Context: an optimization exercise on an open-source flow, tuned for small area and a short achievable clock period. The choices shown serve that exercise and are no tape-out recipe. The RTL was checked by simulation tests, not by an equivalence proof against the original design.

the baseline:
==> flow/design.v <==
package dither_pkg;
    localparam int PIX_W = 8;
    localparam int Q_W = 5;
    localparam int SH_W = 6;
    localparam int RGB_W = 24;
    localparam int LINE_TOTAL = 24;
    localparam int LATENCY = 2 * LINE_TOTAL + 3;
    localparam int PIX_STAGES = 11;
    localparam int QLAT = PIX_STAGES + 1;
    localparam int HIST_NEXT = LINE_TOTAL - 5;
    localparam int HIST_FAR  = 2 * LINE_TOTAL - 10;
    localparam int HIST_LEN  = HIST_FAR + 1;
    localparam int CNT_W   = 6;
    localparam int CNT_MAX = LATENCY;
endpackage
import dither_pkg::*;
module diffusion_row
#(
    parameter int K = 3
) (
    input  logic             clk,
    input  logic [PIX_W-1:0] value_in,
    input  logic [K-1:0]     share,
    output logic [PIX_W-1:0] value_out
);
    logic               neg;
    logic [K:0]         lo;
    logic               cy;
    logic [PIX_W-K-1:0] hi;
    logic [PIX_W-K-1:0] hi_new;
    logic               up;
    logic               dn;
    logic [PIX_W-K:0]   all1;
    logic [PIX_W-K:0]   all0;
    logic               ovf;
    logic               unf;
    assign neg = share[K-1];
    assign lo = {1'b0, value_in[K-1:0]} + {1'b0, share};
    assign cy = lo[K];
    assign hi = value_in[PIX_W-1:K];
    assign up = cy && !neg;
    assign dn = !cy && neg;
    always_comb begin
        all1[0] = 1'b1;
        all0[0] = 1'b1;
        for (int i = 0; i < PIX_W - K; i++) begin
            all1[i+1] = all1[i] && hi[i];
            all0[i+1] = all0[i] && !hi[i];
        end
        for (int i = 0; i < PIX_W - K; i++) begin
            hi_new[i] = hi[i] ^ ((up && all1[i]) || (dn && all0[i]));
        end
    end
    assign ovf = up && all1[PIX_W-K];
    assign unf = dn && all0[PIX_W-K];
    always_ff @(posedge clk) begin
        value_out <= unf ? '0 : (ovf ? '1 : {hi_new, lo[K-1:0]});
    end
endmodule
module line_fifo
#(
    parameter int WIDTH = 1,
    parameter int DEPTH = 1
) (
    input  logic             clk,
    input  logic [WIDTH-1:0] din,
    output logic [DEPTH-1:0][WIDTH-1:0] taps
);
    always_ff @(posedge clk) begin
        taps[0] <= din;
        for (int i = 1; i < DEPTH; i++) begin
            taps[i] <= taps[i-1];
        end
    end
endmodule
import dither_pkg::*;
module jjn_quantizer
(
    input  logic             clk,
    input  logic [PIX_W-1:0] value_in,
    input  logic             de_in,
    output logic [Q_W-1:0]   q_out,
    output logic             bd_out
);
    logic signed [5:0] w7;
    logic signed [9:0] u0;
    logic signed [9:0] u1;
    logic              unf;
    logic              ovf;
    logic              b;
    assign w7 = 6'($signed(q_out)) + 6'($signed(q_out) >>> 1) - 6'($signed(q_out) >>> 2);
    assign u0 = $signed({2'b00, value_in}) + w7;
    assign u1 = $signed({2'b00, value_in}) + w7 + 10'sd1;
    assign unf = u0[9];
    assign ovf = !u0[9] && u0[8];
    assign b   = !u0[9] && (u0[8] || u0[7]);
    always_ff @(posedge clk) begin
        if (!de_in || unf || ovf)
            q_out <= '0;
        else
            q_out <= b ? u1[7:3] : u0[7:3];
        bd_out <= b;
    end
endmodule
import dither_pkg::*;
module jjn_dither_top
(
    input  logic             clk,
    input  logic             rst,
    input  logic [RGB_W-1:0] rgb,
    input  logic             de,
    input  logic             hs,
    input  logic             vs,
    output logic [RGB_W-1:0] dout,
    output logic             de_out,
    output logic             hs_out,
    output logic             vs_out
);
    logic [CNT_W-1:0] cnt;
    always_ff @(posedge clk) begin
        if (rst)
            cnt <= '0;
        else if (cnt != CNT_W'(CNT_MAX))
            cnt <= cnt + 1'b1;
    end
    logic [LATENCY-1:0][2:0] sync_taps;
    line_fifo #(.WIDTH(3), .DEPTH(LATENCY)) sync_dly (
        .clk(clk), .din({de, hs, vs}), .taps(sync_taps)
    );
    logic [PIX_STAGES:1][PIX_W-1:0] pix;
    logic [HIST_LEN-2:0][Q_W:0] hist_taps;
    logic [Q_W-1:0]   q_next;
    logic [Q_W-1:0]   q_near;
    logic             bd_near;
    function automatic logic [2:0] share_w1(input logic [Q_W-1:0] q);
        case (q[4:3])
            2'b00:   share_w1 = 3'sd0;
            2'b01:   share_w1 = 3'sd1;
            2'b10:   share_w1 = -3'sd3;
            default: share_w1 = -3'sd2;
        endcase
    endfunction
    function automatic logic [4:0] share_w5(input logic [Q_W-1:0] q);
        share_w5 = $signed(q) - ($signed(q) >>> 3);
    endfunction
    function automatic logic [5:0] share_w7(input logic [Q_W-1:0] q);
        share_w7 = 6'($signed(q)) + 6'($signed(q) >>> 1) - 6'($signed(q) >>> 2);
    endfunction
    logic [5:0] gr;
    logic [6:0] gg;
    logic [5:0] gb;
    logic [6:0] gs_q;
    logic [6:1] gc_q;
    assign gr = rgb[23:18];
    assign gg = rgb[15:9];
    assign gb = rgb[7:2];
    always_ff @(posedge clk) begin
        gs_q <= {gg[6], gr ^ gg[5:0] ^ gb};
        gc_q <= (gr & gg[5:0]) | (gr & gb) | (gg[5:0] & gb);
    end
    logic           keep_next;
    logic           keep_far;
    logic [3:0]     far_q41;
    logic [4:0]     far_w5;
    logic [4:0]     next_w5;
    logic [5:0]     next_w7;
    assign keep_next = !rst && (cnt >= CNT_W'(HIST_NEXT));
    assign keep_far  = !rst && (cnt >= CNT_W'(HIST_FAR));
    always_ff @(posedge clk) begin
        far_q41 <= keep_far ? hist_taps[HIST_FAR-2][Q_W-1:1] : '0;
        far_w5  <= keep_far ? share_w5(hist_taps[HIST_FAR-2][Q_W-1:0]) : '0;
        next_w5 <= keep_next ? share_w5(hist_taps[HIST_NEXT-2][Q_W-1:0]) : '0;
        next_w7 <= keep_next ? share_w7(hist_taps[HIST_NEXT-2][Q_W-1:0]) : '0;
    end
    assign q_next = hist_taps[HIST_NEXT-1][Q_W-1:0];
    logic [2:0] far_w1;
    assign far_w1 = share_w1({far_q41, 1'b0});
    logic signed [9:0] far0_sum;
    assign far0_sum = $signed({3'b0, gs_q}) + $signed({3'b0, gc_q, 1'b0}) + $signed(far_w1);
    always_ff @(posedge clk) begin
        pix[1] <= far0_sum[9] ? '0 : far0_sum[PIX_W-1:0];
    end
    diffusion_row #(.K(4)) far1 (.clk(clk), .value_in(pix[1]), .share(far_q41), .value_out(pix[2]));
    diffusion_row #(.K(5)) far2 (.clk(clk), .value_in(pix[2]), .share(far_w5), .value_out(pix[3]));
    diffusion_row #(.K(4)) far3 (.clk(clk), .value_in(pix[3]), .share(far_q41), .value_out(pix[4]));
    diffusion_row #(.K(3)) far4 (.clk(clk), .value_in(pix[4]), .share(far_w1), .value_out(pix[5]));
    diffusion_row #(.K(4)) nxt0 (.clk(clk), .value_in(pix[5]), .share(q_next[4:1]), .value_out(pix[6]));
    diffusion_row #(.K(5)) nxt1 (.clk(clk), .value_in(pix[6]), .share(next_w5), .value_out(pix[7]));
    diffusion_row #(.K(6)) nxt2 (.clk(clk), .value_in(pix[7]), .share(next_w7), .value_out(pix[8]));
    diffusion_row #(.K(5)) nxt3 (.clk(clk), .value_in(pix[8]), .share(next_w5), .value_out(pix[9]));
    diffusion_row #(.K(4)) nxt4 (.clk(clk), .value_in(pix[9]), .share(q_next[4:1]), .value_out(pix[10]));
    diffusion_row #(.K(5)) cur0 (.clk(clk), .value_in(pix[10]), .share(share_w5(q_near)), .value_out(pix[11]));
    logic de_eff;
    assign de_eff = sync_taps[PIX_STAGES][2] && (cnt >= CNT_W'(QLAT));
    jjn_quantizer quantizer_i (
        .clk(clk), .value_in(pix[PIX_STAGES]), .de_in(de_eff),
        .q_out(q_near), .bd_out(bd_near)
    );
    always_ff @(posedge clk) begin
        hist_taps[0] <= {bd_near, q_near};
        for (int i = 1; i < HIST_LEN - 1; i++) begin
            hist_taps[i] <= hist_taps[i-1];
        end
        if (!keep_next) hist_taps[HIST_NEXT-1][Q_W-1:0] <= '0;
    end
    logic       out_ok;
    logic       bd_q;
    logic [2:0] sync_q;
    assign out_ok = !rst && (cnt == CNT_W'(CNT_MAX));
    always_ff @(posedge clk) begin
        bd_q   <= out_ok && hist_taps[HIST_FAR-1][Q_W] && sync_taps[LATENCY-1][2];
        sync_q <= out_ok ? sync_taps[LATENCY-1] : 3'b000;
    end
    assign dout = {RGB_W{bd_q}};
    assign {de_out, hs_out, vs_out} = sync_q;
endmodule
==> flow/config.mk <==
export PLATFORM = sky130hd
export DESIGN_NAME = jjn_dither_top
export DESIGN_NICKNAME = jjn_dither_top
export VERILOG_FILES = /design/flow/design.v
export SDC_FILE = /design/flow/constraint.sdc
export NUM_CORES = 4
export LEC_CHECK = 0
export ABC_AREA = 1
export CAP_MARGIN = 20
export CORE_MARGIN = 2
export CORE_UTILIZATION = 60
export CTS_BUF_LIST = sky130_fd_sc_hd__clkbuf_8
export CTS_CLUSTER_DIAMETER = 80
export CTS_CLUSTER_SIZE = 20
export SETUP_SLACK_MARGIN = 3.9
export SLEW_MARGIN = 20
==> flow/constraint.sdc <==
create_clock -name core_clock -period 6.5 [get_ports {clk}]
set_input_delay 1.3000 -clock core_clock [delete_from_list [all_inputs] [get_ports {clk}]]
set_output_delay 1.3000 -clock core_clock [all_outputs]
set_load 0.01 [all_outputs]
standard.sh (not shown) runs the stock make flow with config.mk's settings and CLKGATE_MAP_FILE= SYNTH_SCRIPT=/design/flow/synth_recipe.tcl, a recipe that flattens the netlist after the stock synthesis.
==> flow/flow/run.sh <==
#!/bin/bash
# The standard layout (standard.sh) with these ORFS settings changed:
#   ADDER_MAP_FILE empty: no adder cells are extracted in synthesis, so ABC
#     maps all of the arithmetic itself (registers and names unchanged);
#   and the placement/CTS/repair settings listed on the make line below.
# Every tool's output goes to orfs_make.log here; ORFS keeps its per-step
# logs under orfs/logs.
set -euo pipefail
bash standard.sh ADDER_MAP_FILE= MATCH_CELL_FOOTPRINT=0 'BUFFER_PORTS_ARGS=-buffer_cell sky130_fd_sc_hd__buf_2' finish > orfs_make.log 2>&1
Both conditions hold for the baseline: the flow ran to the end and the final layout passed the timing, design-rule and antenna checks.
## Diff of input files: the candidate against the baseline
diff --git a/flow/design.v b/flow/design.v
--- a/flow/design.v
+++ b/flow/design.v
@@ -122,11 +122,15 @@
             cnt <= '0;
         else if (cnt != CNT_W'(CNT_MAX))
             cnt <= cnt + 1'b1;
     end
-    logic [LATENCY-1:0][2:0] sync_taps;
-    line_fifo #(.WIDTH(3), .DEPTH(LATENCY)) sync_dly (
-        .clk(clk), .din({de, hs, vs}), .taps(sync_taps)
+    logic [LATENCY-1:0][1:0] sync_taps;
+    logic [QLAT:0]           de_taps;
+    line_fifo #(.WIDTH(2), .DEPTH(LATENCY)) sync_dly (
+        .clk(clk), .din({hs, vs}), .taps(sync_taps)
+    );
+    line_fifo #(.WIDTH(1), .DEPTH(QLAT + 1)) de_dly (
+        .clk(clk), .din(de), .taps(de_taps)
     );
     logic [PIX_STAGES:1][PIX_W-1:0] pix;
     logic [HIST_LEN-2:0][Q_W:0] hist_taps;
     logic [Q_W-1:0]   q_next;
@@ -165,15 +169,19 @@
     logic [4:0]     next_w5;
     logic [5:0]     next_w7;
     assign keep_next = !rst && (cnt >= CNT_W'(HIST_NEXT));
     assign keep_far  = !rst && (cnt >= CNT_W'(HIST_FAR));
-    always_ff @(posedge clk) begin
-        far_q41 <= keep_far ? hist_taps[HIST_FAR-2][Q_W-1:1] : '0;
-        far_w5  <= keep_far ? share_w5(hist_taps[HIST_FAR-2][Q_W-1:0]) : '0;
-        next_w5 <= keep_next ? share_w5(hist_taps[HIST_NEXT-2][Q_W-1:0]) : '0;
-        next_w7 <= keep_next ? share_w7(hist_taps[HIST_NEXT-2][Q_W-1:0]) : '0;
-    end
-    assign q_next = hist_taps[HIST_NEXT-1][Q_W-1:0];
+    logic use_next;
+    logic use_far;
+    assign use_next = keep_next && !hist_taps[HIST_NEXT-2][Q_W];
+    assign use_far  = keep_far && !hist_taps[HIST_FAR-2][Q_W];
+    always_ff @(posedge clk) begin
+        far_q41 <= use_far ? hist_taps[HIST_FAR-2][Q_W-1:1] : '0;
+        far_w5  <= use_far ? share_w5(hist_taps[HIST_FAR-2][Q_W-1:0]) : '0;
+        next_w5 <= use_next ? share_w5(hist_taps[HIST_NEXT-2][Q_W-1:0]) : '0;
+        next_w7 <= use_next ? share_w7(hist_taps[HIST_NEXT-2][Q_W-1:0]) : '0;
+    end
+    assign q_next = hist_taps[HIST_NEXT-1][Q_W] ? '0 : hist_taps[HIST_NEXT-1][Q_W-1:0];
     logic [2:0] far_w1;
     assign far_w1 = share_w1({far_q41, 1'b0});
     logic signed [9:0] far0_sum;
     assign far0_sum = $signed({3'b0, gs_q}) + $signed({3'b0, gc_q, 1'b0}) + $signed(far_w1);
@@ -190,15 +198,24 @@
     diffusion_row #(.K(5)) nxt3 (.clk(clk), .value_in(pix[8]), .share(next_w5), .value_out(pix[9]));
     diffusion_row #(.K(4)) nxt4 (.clk(clk), .value_in(pix[9]), .share(q_next[4:1]), .value_out(pix[10]));
     diffusion_row #(.K(5)) cur0 (.clk(clk), .value_in(pix[10]), .share(share_w5(q_near)), .value_out(pix[11]));
     logic de_eff;
-    assign de_eff = sync_taps[PIX_STAGES][2] && (cnt >= CNT_W'(QLAT));
+    assign de_eff = de_taps[PIX_STAGES] && (cnt >= CNT_W'(QLAT));
     jjn_quantizer quantizer_i (
         .clk(clk), .value_in(pix[PIX_STAGES]), .de_in(de_eff),
         .q_out(q_near), .bd_out(bd_near)
     );
-    always_ff @(posedge clk) begin
-        hist_taps[0] <= {bd_near, q_near};
+    logic [Q_W:0] q_code;
+    always_comb begin
+        if (!de_taps[QLAT])
+            q_code = {1'b1, Q_W'(0)};
+        else if (q_near == '0 && bd_near)
+            q_code = {1'b1, Q_W'(1)};
+        else
+            q_code = {1'b0, q_near};
+    end
+    always_ff @(posedge clk) begin
+        hist_taps[0] <= q_code;
         for (int i = 1; i < HIST_LEN - 1; i++) begin
             hist_taps[i] <= hist_taps[i-1];
         end
         if (!keep_next) hist_taps[HIST_NEXT-1][Q_W-1:0] <= '0;
@@ -206,11 +223,17 @@
     logic       out_ok;
     logic       bd_q;
     logic [2:0] sync_q;
     assign out_ok = !rst && (cnt == CNT_W'(CNT_MAX));
-    always_ff @(posedge clk) begin
-        bd_q   <= out_ok && hist_taps[HIST_FAR-1][Q_W] && sync_taps[LATENCY-1][2];
-        sync_q <= out_ok ? sync_taps[LATENCY-1] : 3'b000;
+    logic [Q_W:0] out_code;
+    logic         out_de;
+    logic         out_bd;
+    assign out_code = hist_taps[HIST_FAR-1];
+    assign out_de   = !out_code[Q_W] || out_code[0];
+    assign out_bd   = out_code[Q_W] ? out_code[0] : out_code[Q_W-1];
+    always_ff @(posedge clk) begin
+        bd_q   <= out_ok && out_bd;
+        sync_q <= out_ok ? {out_de, sync_taps[LATENCY-1]} : 3'b000;
     end
     assign dout = {RGB_W{bd_q}};
     assign {de_out, hs_out, vs_out} = sync_q;
 endmodule
## What came out
The candidate was carried through to the last stage, and its layout satisfied the timing, design-rule and antenna checks. In the reports for the baseline and the candidate, the larger transition time of the tightest slew-check pin belongs to the baseline. Relative to the baseline, total number of sequential cells has gone down in the candidate. Cell area | the candidate vs the baseline | the candidate smaller. Vias: the candidate below the baseline. Across both runs, xor-xnor portion of the synthesized cell area was higher for the candidate than for the baseline.

-- re-timing with driven ports --
Ports are ideal in the flow. The routed layouts listed here were re-timed in OpenROAD.
Step 1 assumes that a clkbuf_16 drives the clock port and a buf_2 every other input.
Step 2 adds t to the input delays and takes it off the output delays; t is the mean of the earliest and latest rising clock arrival at the registers after step 1. Input paths then give back, and output paths get back, about the clock's delay inside the block.
a / b / c = ideal ports / drivers / drivers and shift; a / b = the first two.
run	t (ns)	slack for setup (ns)	worst setup path at the end
the baseline	0.627	4.005 / 3.961 / 3.908	input to register
the candidate	0.625	4.012 / 3.965 / 3.756	input to register
After both steps every run listed still meets setup and hold. For the candidate, which loses most, drivers alone change the setup slack by -0.047 ns; drivers and shift together by -0.256 ns.
